Background: an optimization exercise with open tools, aiming at small area and a short achievable clock period. Do not read the settings as production practice.
In this exercise RTL edits were held to simulation tests only and were not proved equivalent to the original.
Power is estimated from default activity; no workload was simulated.

===== flow/run.sh =====
#!/bin/bash
# synth_recipe.tcl (not shown) runs the flow's synth.tcl, then flattens the netlist and writes it again
# the make line also repeats each setting of config.mk as NAME=value (left out here)
make -C /OpenROAD-flow-scripts/flow DESIGN_CONFIG=/design/flow/config.mk WORK_HOME=/design/flow/orfs CLKGATE_MAP_FILE= SYNTH_SCRIPT=/design/flow/synth_recipe.tcl finish

===== flow/config.mk =====
export PLATFORM = sky130hd
export DESIGN_NAME = trace_monitor
export DESIGN_NICKNAME = trace_monitor
export VERILOG_FILES = /design/flow/design.v
export SDC_FILE = /design/flow/constraint.sdc
export NUM_CORES = 4
export LEC_CHECK = 0
export CAP_MARGIN = 20
export CORE_MARGIN = 2
export CORE_UTILIZATION = 40
export SLEW_MARGIN = 20

===== flow/constraint.sdc =====
create_clock -name core_clock -period 5.0 [get_ports {clk}]
set_input_delay 1.0000 -clock core_clock [delete_from_list [all_inputs] [get_ports {clk}]]
set_output_delay 1.0000 -clock core_clock [all_outputs]
set_load 0.01 [all_outputs]

===== flow/design.v =====
`default_nettype none
package trace_monitor_pkg;
    typedef enum logic [3:0] {
        TRIG_START_EN   = 4'h0,
        TRIG_END_EN     = 4'h1,
        TRIG_START_ADDR = 4'h2,
        TRIG_END_ADDR   = 4'h3,
        RANGE_LO_EN     = 4'h4,
        RANGE_HI_EN     = 4'h5,
        RANGE_LO        = 4'h6,
        RANGE_HI        = 4'h7
    } ctrl_addr_t;
    localparam int INSTR_WIDTH = 32;
    localparam logic [INSTR_WIDTH-1:0] WFI_INSTRUCTION = 32'h1050_0073;
endpackage
`default_nettype wire
`timescale 1ns/1ns
`default_nettype none
module ctrl_regs #(
    parameter int XLEN          = 32,
    parameter bit WRITE_ON_EDGE = 1'b1
) (
    input  wire logic                          clk,
    input  wire logic                          rst_n,
    input  wire logic [3:0]                    ctrl_addr,
    input  wire logic [XLEN-1:0]               ctrl_wdata,
    input  wire logic                          ctrl_write_enable,
    output logic                               start_en,
    output logic                               end_en,
    output logic [XLEN-1:0]                    start_addr,
    output logic [XLEN-1:0]                    end_addr,
    output logic                               lo_en,
    output logic                               hi_en,
    output logic [XLEN-1:0]                    lo_bound,
    output logic [XLEN-1:0]                    hi_bound
);
    logic we_q;
    logic wr;
    always_ff @(posedge clk) begin
        if (!rst_n) begin
            we_q <= 1'b0;
        end else begin
            we_q <= ctrl_write_enable;
        end
    end
    assign wr = WRITE_ON_EDGE ? (ctrl_write_enable & ~we_q) : ctrl_write_enable;
    always_ff @(posedge clk) begin
        if (!rst_n) begin
            start_en   <= 1'b0;
            end_en     <= 1'b0;
            start_addr <= '0;
            end_addr   <= '1;
            lo_en      <= 1'b0;
            hi_en      <= 1'b0;
            lo_bound   <= '0;
            hi_bound   <= '1;
        end else if (wr) begin
            case (ctrl_addr)
                trace_monitor_pkg::TRIG_START_EN:   start_en   <= ctrl_wdata[0];
                trace_monitor_pkg::TRIG_END_EN:     end_en     <= ctrl_wdata[0];
                trace_monitor_pkg::TRIG_START_ADDR: start_addr <= ctrl_wdata;
                trace_monitor_pkg::TRIG_END_ADDR:   end_addr   <= ctrl_wdata;
                trace_monitor_pkg::RANGE_LO_EN:     lo_en      <= ctrl_wdata[0];
                trace_monitor_pkg::RANGE_HI_EN:     hi_en      <= ctrl_wdata[0];
                trace_monitor_pkg::RANGE_LO:        lo_bound   <= ctrl_wdata;
                trace_monitor_pkg::RANGE_HI:        hi_bound   <= ctrl_wdata;
                default: ;
            endcase
        end
    end
endmodule
`default_nettype wire
`timescale 1ns/1ns
`default_nettype none
module pc_tracker #(
    parameter int XLEN     = 32,
    parameter int WFI_HOLD = 8
) (
    input  wire logic                                   clk,
    input  wire logic                                   rst_n,
    input  wire logic [XLEN-1:0]                        pc,
    input  wire logic [trace_monitor_pkg::INSTR_WIDTH-1:0] instr,
    output logic [XLEN-1:0]                             hist_pc,
    output logic [trace_monitor_pkg::INSTR_WIDTH-1:0]   hist_instr,
    output logic                                        retire,
    output logic                                        wfi_stopped
);
    localparam int CNT_W = $clog2(WFI_HOLD + 1);
    logic [XLEN-1:0]        pc_s0;
    logic [trace_monitor_pkg::INSTR_WIDTH-1:0] instr_s0;
    logic [CNT_W-1:0]       wfi_cnt;
    logic                   hist_is_wfi;
    always_ff @(posedge clk) begin
        if (!rst_n) begin
            pc_s0      <= '0;
            instr_s0   <= '0;
            hist_pc    <= '0;
            hist_instr <= '0;
        end else begin
            pc_s0      <= pc;
            instr_s0   <= instr;
            hist_pc    <= pc_s0;
            hist_instr <= instr_s0;
        end
    end
    assign hist_is_wfi = (hist_instr == trace_monitor_pkg::WFI_INSTRUCTION);
    always_ff @(posedge clk) begin
        if (!rst_n) begin
            wfi_cnt <= '0;
        end else if (!hist_is_wfi) begin
            wfi_cnt <= '0;
        end else if (wfi_cnt < WFI_HOLD) begin
            wfi_cnt <= wfi_cnt + 1'b1;
        end
    end
    assign wfi_stopped = (wfi_cnt == WFI_HOLD);
    assign retire = ((pc_s0 != hist_pc) || (wfi_cnt == WFI_HOLD - 1))
                    && (hist_pc != '0);
endmodule
`default_nettype wire
`timescale 1ns/1ns
`default_nettype none
module trace_gate #(
    parameter int XLEN = 32
) (
    input  wire logic            clk,
    input  wire logic            rst_n,
    input  wire logic [XLEN-1:0] pc,
    input  wire logic [XLEN-1:0] hist_pc,
    input  wire logic            retire,
    input  wire logic            wfi_stopped,
    input  wire logic            en,
    input  wire logic            start_en,
    input  wire logic            end_en,
    input  wire logic [XLEN-1:0] start_addr,
    input  wire logic [XLEN-1:0] end_addr,
    input  wire logic            lo_en,
    input  wire logic            hi_en,
    input  wire logic [XLEN-1:0] lo_bound,
    input  wire logic [XLEN-1:0] hi_bound,
    output logic                 record_write
);
    logic started;
    logic ended;
    logic trig_ok;
    logic range_ok;
    always_ff @(posedge clk) begin
        if (!rst_n) begin
            started <= 1'b0;
            ended   <= 1'b0;
        end else begin
            if (start_en && (pc == start_addr)) begin
                started <= 1'b1;
                ended   <= 1'b0;
            end
            if (end_en && (pc == end_addr)) begin
                ended   <= 1'b1;
                started <= 1'b0;
            end
        end
    end
    assign trig_ok = (!start_en || started) && (!end_en || !ended);
    assign range_ok = (!lo_en || (hist_pc >= lo_bound))
                      && (!hi_en || (hist_pc <= hi_bound));
    assign record_write = retire && en && !wfi_stopped && trig_ok && range_ok;
endmodule
`default_nettype wire
`timescale 1ns/1ns
`default_nettype none
module delta_timer #(
    parameter int DELTA_WIDTH = 16
) (
    input  wire logic                   clk,
    input  wire logic                   rst_n,
    input  wire logic                   record_write,
    output logic [DELTA_WIDTH-1:0]      delta
);
    logic [DELTA_WIDTH-1:0] cycles;
    always_ff @(posedge clk) begin
        if (!rst_n) begin
            cycles <= '0;
        end else if (record_write) begin
            cycles <= {{(DELTA_WIDTH-1){1'b0}}, 1'b1};
        end else if (cycles != '1) begin
            cycles <= cycles + 1'b1;
        end
    end
    assign delta = cycles;
endmodule
`default_nettype wire
`timescale 1ns/1ns
`default_nettype none
module trace_fifo #(
    parameter int XLEN        = 32,
    parameter int DELTA_WIDTH = 16,
    parameter int FIFO_DEPTH  = 8
) (
    input  wire logic clk,
    input  wire logic rst_n,
    input  wire logic push,
    input  wire logic [trace_monitor_pkg::INSTR_WIDTH+DELTA_WIDTH+XLEN-1:0] push_data,
    input  wire logic push_last,
    input  wire logic m_tready,
    output logic      m_tvalid,
    output logic [trace_monitor_pkg::INSTR_WIDTH+DELTA_WIDTH+XLEN-1:0] m_tdata,
    output logic      m_tlast,
    output logic      overflow
);
    localparam int REC_W = trace_monitor_pkg::INSTR_WIDTH + DELTA_WIDTH + XLEN;
    localparam int PTR_W = (FIFO_DEPTH > 1) ? $clog2(FIFO_DEPTH) : 1;
    localparam int CNT_W = $clog2(FIFO_DEPTH + 1);
    logic [REC_W-1:0] rec_mem [FIFO_DEPTH];
    logic             last_mem [FIFO_DEPTH];
    logic [PTR_W-1:0] wr_ptr;
    logic [PTR_W-1:0] rd_ptr;
    logic [CNT_W-1:0] count;
    logic             full;
    logic             do_push;
    logic             do_pop;
    assign full    = (count == FIFO_DEPTH);
    assign do_push = push && !full;
    assign do_pop  = m_tvalid && m_tready;
    always_ff @(posedge clk) begin
        if (do_push) begin
            rec_mem[wr_ptr]  <= push_data;
            last_mem[wr_ptr] <= push_last;
        end
    end
    always_ff @(posedge clk) begin
        if (!rst_n) begin
            wr_ptr   <= '0;
            rd_ptr   <= '0;
            count    <= '0;
            overflow <= 1'b0;
        end else begin
            if (do_push) begin
                wr_ptr <= (wr_ptr == PTR_W'(FIFO_DEPTH - 1)) ? '0 : wr_ptr + 1'b1;
            end
            if (do_pop) begin
                rd_ptr <= (rd_ptr == PTR_W'(FIFO_DEPTH - 1)) ? '0 : rd_ptr + 1'b1;
            end
            if (do_push && !do_pop) begin
                count <= count + 1'b1;
            end else if (do_pop && !do_push) begin
                count <= count - 1'b1;
            end
            if (push && full) begin
                overflow <= 1'b1;
            end
        end
    end
    assign m_tvalid = (count != '0);
    assign m_tdata  = rec_mem[rd_ptr];
    assign m_tlast  = m_tvalid && last_mem[rd_ptr];
endmodule
`default_nettype wire
`timescale 1ns/1ns
`default_nettype none
module trace_monitor #(
    parameter int XLEN          = 32,
    parameter int DELTA_WIDTH   = 16,
    parameter int WFI_HOLD      = 8,
    parameter int FIFO_DEPTH    = 8,
    parameter bit WRITE_ON_EDGE = 1'b1
) (
    input  wire logic clk,
    input  wire logic rst_n,
    input  wire logic [XLEN-1:0] pc,
    input  wire logic [31:0] instr,
    input  wire logic en,
    input  wire logic [3:0] ctrl_addr,
    input  wire logic [XLEN-1:0] ctrl_wdata,
    input  wire logic ctrl_write_enable,
    input  wire logic m_tready,
    output logic      m_tvalid,
    output logic [32+DELTA_WIDTH+XLEN-1:0] m_tdata,
    output logic      m_tlast,
    output logic      overflow
);
    logic                   start_en;
    logic                   end_en;
    logic [XLEN-1:0]        start_addr;
    logic [XLEN-1:0]        end_addr;
    logic                   lo_en;
    logic                   hi_en;
    logic [XLEN-1:0]        lo_bound;
    logic [XLEN-1:0]        hi_bound;
    logic [XLEN-1:0]        hist_pc;
    logic [trace_monitor_pkg::INSTR_WIDTH-1:0] hist_instr;
    logic                   retire;
    logic                   wfi_stopped;
    logic                   record_write;
    logic [DELTA_WIDTH-1:0] delta;
    logic [trace_monitor_pkg::INSTR_WIDTH+DELTA_WIDTH+XLEN-1:0] push_data;
    logic                   push_last;
    ctrl_regs #(
        .XLEN          (XLEN),
        .WRITE_ON_EDGE (WRITE_ON_EDGE)
    ) ctrl_regs_i (
        .clk               (clk),
        .rst_n             (rst_n),
        .ctrl_addr         (ctrl_addr),
        .ctrl_wdata        (ctrl_wdata),
        .ctrl_write_enable (ctrl_write_enable),
        .start_en          (start_en),
        .end_en            (end_en),
        .start_addr        (start_addr),
        .end_addr          (end_addr),
        .lo_en             (lo_en),
        .hi_en             (hi_en),
        .lo_bound          (lo_bound),
        .hi_bound          (hi_bound)
    );
    pc_tracker #(
        .XLEN     (XLEN),
        .WFI_HOLD (WFI_HOLD)
    ) pc_tracker_i (
        .clk         (clk),
        .rst_n       (rst_n),
        .pc          (pc),
        .instr       (instr),
        .hist_pc     (hist_pc),
        .hist_instr  (hist_instr),
        .retire      (retire),
        .wfi_stopped (wfi_stopped)
    );
    trace_gate #(
        .XLEN (XLEN)
    ) trace_gate_i (
        .clk          (clk),
        .rst_n        (rst_n),
        .pc           (pc),
        .hist_pc      (hist_pc),
        .retire       (retire),
        .wfi_stopped  (wfi_stopped),
        .en           (en),
        .start_en     (start_en),
        .end_en       (end_en),
        .start_addr   (start_addr),
        .end_addr     (end_addr),
        .lo_en        (lo_en),
        .hi_en        (hi_en),
        .lo_bound     (lo_bound),
        .hi_bound     (hi_bound),
        .record_write (record_write)
    );
    delta_timer #(
        .DELTA_WIDTH (DELTA_WIDTH)
    ) delta_timer_i (
        .clk          (clk),
        .rst_n        (rst_n),
        .record_write (record_write),
        .delta        (delta)
    );
    assign push_data = {hist_instr, delta, hist_pc};
    assign push_last = (hist_instr == trace_monitor_pkg::WFI_INSTRUCTION);
    trace_fifo #(
        .XLEN        (XLEN),
        .DELTA_WIDTH (DELTA_WIDTH),
        .FIFO_DEPTH  (FIFO_DEPTH)
    ) trace_fifo_i (
        .clk       (clk),
        .rst_n     (rst_n),
        .push      (record_write),
        .push_data (push_data),
        .push_last (push_last),
        .m_tready  (m_tready),
        .m_tvalid  (m_tvalid),
        .m_tdata   (m_tdata),
        .m_tlast   (m_tlast),
        .overflow  (overflow)
    );
endmodule
`default_nettype wire

==> results.json <==
{
  "synth_flop_cell": "edfxtp_1",
  "power_density_nw_per_um2": 442.6,
  "setup_viol": 0,
  "worst_ir_drop_vdd_mv": 0.3049,
  "wirelength_mm": 83.79,
  "hold_buffers": 0,
  "slew_violations": 0,
  "status": "finished clean",
  "antennaDiodeCount": 0,
  "crit_top_cell": "ha_1",
  "reg2reg_depth": 17,
  "synthDistinctLibCells": 57,
  "final_common_cell": "edfxtp_1",
  "syn_area_per_cell_um2": 15.79,
  "grt_overflow": 0,
  "syn_inst": 2335,
  "grt_pass1_vias": 20554,
  "ys_seq_area_frac": 0.6889,
  "hpwlAfterDp_mm": 52.61,
  "drv_cap": 0,
  "cts_setup_buffers": 0,
  "cts_buffer_depth": 3,
  "grt_max_degree": 104,
  "combPwrFrac": 0.171,
  "antenna_found_initial": 0,
  "maxSlewHeadroom": 0.3516,
  "die_h_um": 307.6,
  "syn_nets": 2515,
  "worstReg2RegStart": "pc_tracker_i.hist_pc[0]",
  "wire_per_inst_um": 21.95,
  "final_core_util": 0.4766,
  "drive_gt1_frac": 0.1809,
  "clock_latency_ns": 0.65,
  "initial_core_util": 0.4029,
  "finClkSkew_ns": 0.02571,
  "ys_async_sr_fraction": 0,
  "power_frac_clock": 0.364,
  "firstDrtPassIters": 5,
  "critPathMaxStageDelay_ns": 0.44,
  "critPathLaunch": "pc_tracker_i.hist_pc[0]",
  "vias_per_cell": 5.225,
  "start_kind": "flip-flop",
  "finalCritPeriodShare": 0.8476,
  "cp_cell_sequence": "inv_1, ha_1, nand2b_1, a2111o_1, a31oi_1, o221ai_1, a21oi_1, a211oi_4, buf_4, ha_1, inv_1, ha_1, a21o_1, a21oi_1, xnor2_1, or3_1, a21boi_0",
  "nets": 2733,
  "dieArea_um2": 94640,
  "cp.required_ns": 5.58,
  "switching_share": 0.2409,
  "fin_crit_ns": 4.238,
  "ant_nets": 0,
  "final_cell_mix": "edfxtp_1 (648), dfxtp_1 (271), nand2_1 (270)",
  "synth-seq-cells": 945,
  "hold_class": "flip-flop to flip-flop",
  "drc": 0,
  "placementRows": 111,
  "place_congestion": 0.8518,
  "drt_iter0_drc": 1414,
  "endpoint_kind": "flip-flop",
  "p_switching_w": 0.004651,
  "hold_violations": 0,
  "arrival_ns": 4.82,
  "min_path_cells": 1,
  "critPathMaxFanout": 12,
  "tightestPinTransition_ns": 0.9645,
  "pre_cts_ws_ns": 0.7696,
  "ys_warn_count": 5,
  "fin_area_um2": 43620,
  "pin_count": 188,
  "placed_area_um2": 40500,
  "p_leak_nw": 14.75,
  "cts_buffers": 96,
  "vias": 19944,
  "netlist_area_um2": 36880,
  "track_usage": 0.1770,
  "hp-start": "pc_tracker_i.instr_s0[23]",
  "core_area_um2": 91520,
  "cp_slowest_cell": "a21oi_1",
  "rsz0062_at_grt": "false",
  "cts_tree": "yes",
  "die_x_um": 307.6,
  "fmax_mhz": 235.9,
  "root_buffer": "clkbuf_16",
  "grt_pass1_wl_mm": 126.2,
  "synth_edf_count": 648,
  "cts.clk_slew.worst_paths_ns": 0.06,
  "cts.sink_count": 945,
  "layout_setup_ws_ns": 0.7618,
  "setup-tns-final_ns": 0,
  "syn2layout_area_growth_pct": 18.29,
  "htreeDepth": 3,
  "p_seq_frac": 0.465,
  "path_class": "flip-flop to flip-flop",
  "io_buffers": 187,
  "cts.repair.resized": 0,
  "internal_power_w": 0.01466
}
-- metal layers --
layer | track usage | wire length, um | up-vias
li1 | - | - | 9175
met1 | 0.2367 | 36980 | 10162
met2 | 0.2881 | 39890 | 457
met3 | 0.03276 | 4075 | 150
met4 | 0.06625 | 2844 | 0
met5 | 0 | 0 | -
-- layout make-up --
type | count | area [um2]
fillers | 7741 | 47900
clock buffers | 132 | 2710
well taps | 1186 | 1484
inverters | 71 | 266.5
multi-input cells | 1212 | 10920
clock inverters | 44 | 412.9
flip-flops and latches | 945 | 25450
repair buffers | 227 | 2381
-- synth_stat cells (3+ instances only) --
master / number / area share
nand2_1: 270 / 0.027
ha_1: 74 / 0.025
xor2_1: 18 / 0.0043
mux2i_1: 7 / 0.0019
mux4_2: 162 / 0.099
nor2_1: 35 / 0.0036
o211ai_1: 33 / 0.0067
nand4_1: 37 / 0.0063
inv_1: 71 / 0.0072
and4b_1: 3 / 0.00081
clkbuf_1: 77 / 0.0078
xnor2_1: 94 / 0.022
o21ai_0: 12 / 0.0016
a211oi_1: 4 / 0.00081
nand2b_1: 4 / 0.00068
a21boi_1: 40 / 0.0081
nor3_1: 8 / 0.0011
dfxtp_1: 297 / 0.16
a21oi_1: 31 / 0.0042
and3_1: 6 / 0.0010
or4_1: 3 / 0.00061
and4_1: 3 / 0.00071
buf_1: 18 / 0.0018
nor2b_1: 9 / 0.0015
a31oi_1: 3 / 0.00051
mux2_2: 80 / 0.024
nor4_1: 21 / 0.0036
nor4b_1: 4 / 0.00095
and2_1: 133 / 0.023
nand3_1: 53 / 0.0072
a21o_1: 4 / 0.00081
buf_2: 11 / 0.0015
a21boi_0: 32 / 0.0065
edfxtp_1: 648 / 0.53
-- logic make-up (layout without fill, tap and decap cells) --
| family | Yosys count | in the layout | share of synthesized area |
|---|---|---|---|
| AOI/OAI and AO/OA | 175 | 175 | 0.03362 |
| xor gates and xnor gates | 112 | 112 | 0.02660 |
| adders and majority gates | 75 | 75 | 0.02565 |
| buffers and inverters | 178 | 474 | 0.01869 |
| DFF | 945 | 945 | 0.6889 |
| muxes | 249 | 249 | 0.1253 |
| and+or+nand+nor | 601 | 601 | 0.08129 |
-- through the flow --
step                hold WS (ns)  power, W  instances
detailed placement        0.4169   0.01253       3641
global route              0.4452   0.02006       3817
finish                    0.4307   0.01931       3817
floorplan                 0.4119   0.01104       2335
global placement          0.4192   0.01248       3640
CTS                       0.4311   0.01959       3817
-- critical path, delay by kind of cell (launching register included) --
kind,cells,cell delay (ns)
buffers and inverters,3,0.44
and+or+nand+nor,2,0.44
xor gates and xnor gates,1,0.10
DFF,1,0.43
AOI/OAI and AO/OA,8,2.00
adders and majority gates,3,0.75
-- flip-flops by register name, summed over array words and instances, names as in the netlist, 32 cells and up, named ones only --
register,cells
pc_tracker_i.hist_instr,32
pc_tracker_i.pc_s0,32
ctrl_regs_i.end_addr,32
trace_fifo_i.rec_mem,640
ctrl_regs_i.lo_bound,32
pc_tracker_i.instr_s0,32
pc_tracker_i.hist_pc,32
ctrl_regs_i.hi_bound,32
ctrl_regs_i.start_addr,32
-- worst paths after layout --
kind	end	slack, ns
max reg2reg	trace_fifo_i.count[3]	0.76
min reg2reg	pc_tracker_i.hist_instr[23]	0.43
min	pc_tracker_i.hist_instr[23]	0.43
max	trace_fifo_i.count[3]	0.76
-- power by group through the flow --
stage | combinational, W | clock, W | sequential (W)
floorplan | 0.00200 | 0 | 0.00905
global placement | 0.00337 | 0 | 0.00912
detailed placement | 0.00339 | 0 | 0.00914
CTS | 0.00340 | 0.00721 | 0.00898
global route | 0.00355 | 0.00750 | 0.00901
finish | 0.00330 | 0.00703 | 0.00898

separate check: timing with driven ports:
No port has a modelled driver above. Below, the same layout with a new extraction and two added sets of constraints. Step 1: set_driving_cell puts a clkbuf_16 on clk and a buf_2 on each other input, an assumption about the parent block. Step 2 adds t to the input delays and takes it off the output delays; t is the mean of the earliest and latest rising clock arrival at the registers after step 1. Input paths then give back, and output paths get back, about the clock's delay inside the block. a / b / c = ideal ports / drivers / drivers and shift; a / b = the first two.
t (ns): 0.707
slack for setup (ns): 0.762 / 0.730 / 0.762
hold WS [ns]: 0.431 / 0.431 / 0.431
worst setup path after step 2: register to register
After both steps setup and hold are still met in this run. The setup slack of this run moves by -0.032 ns with the drivers and by 0.000 ns with both steps.
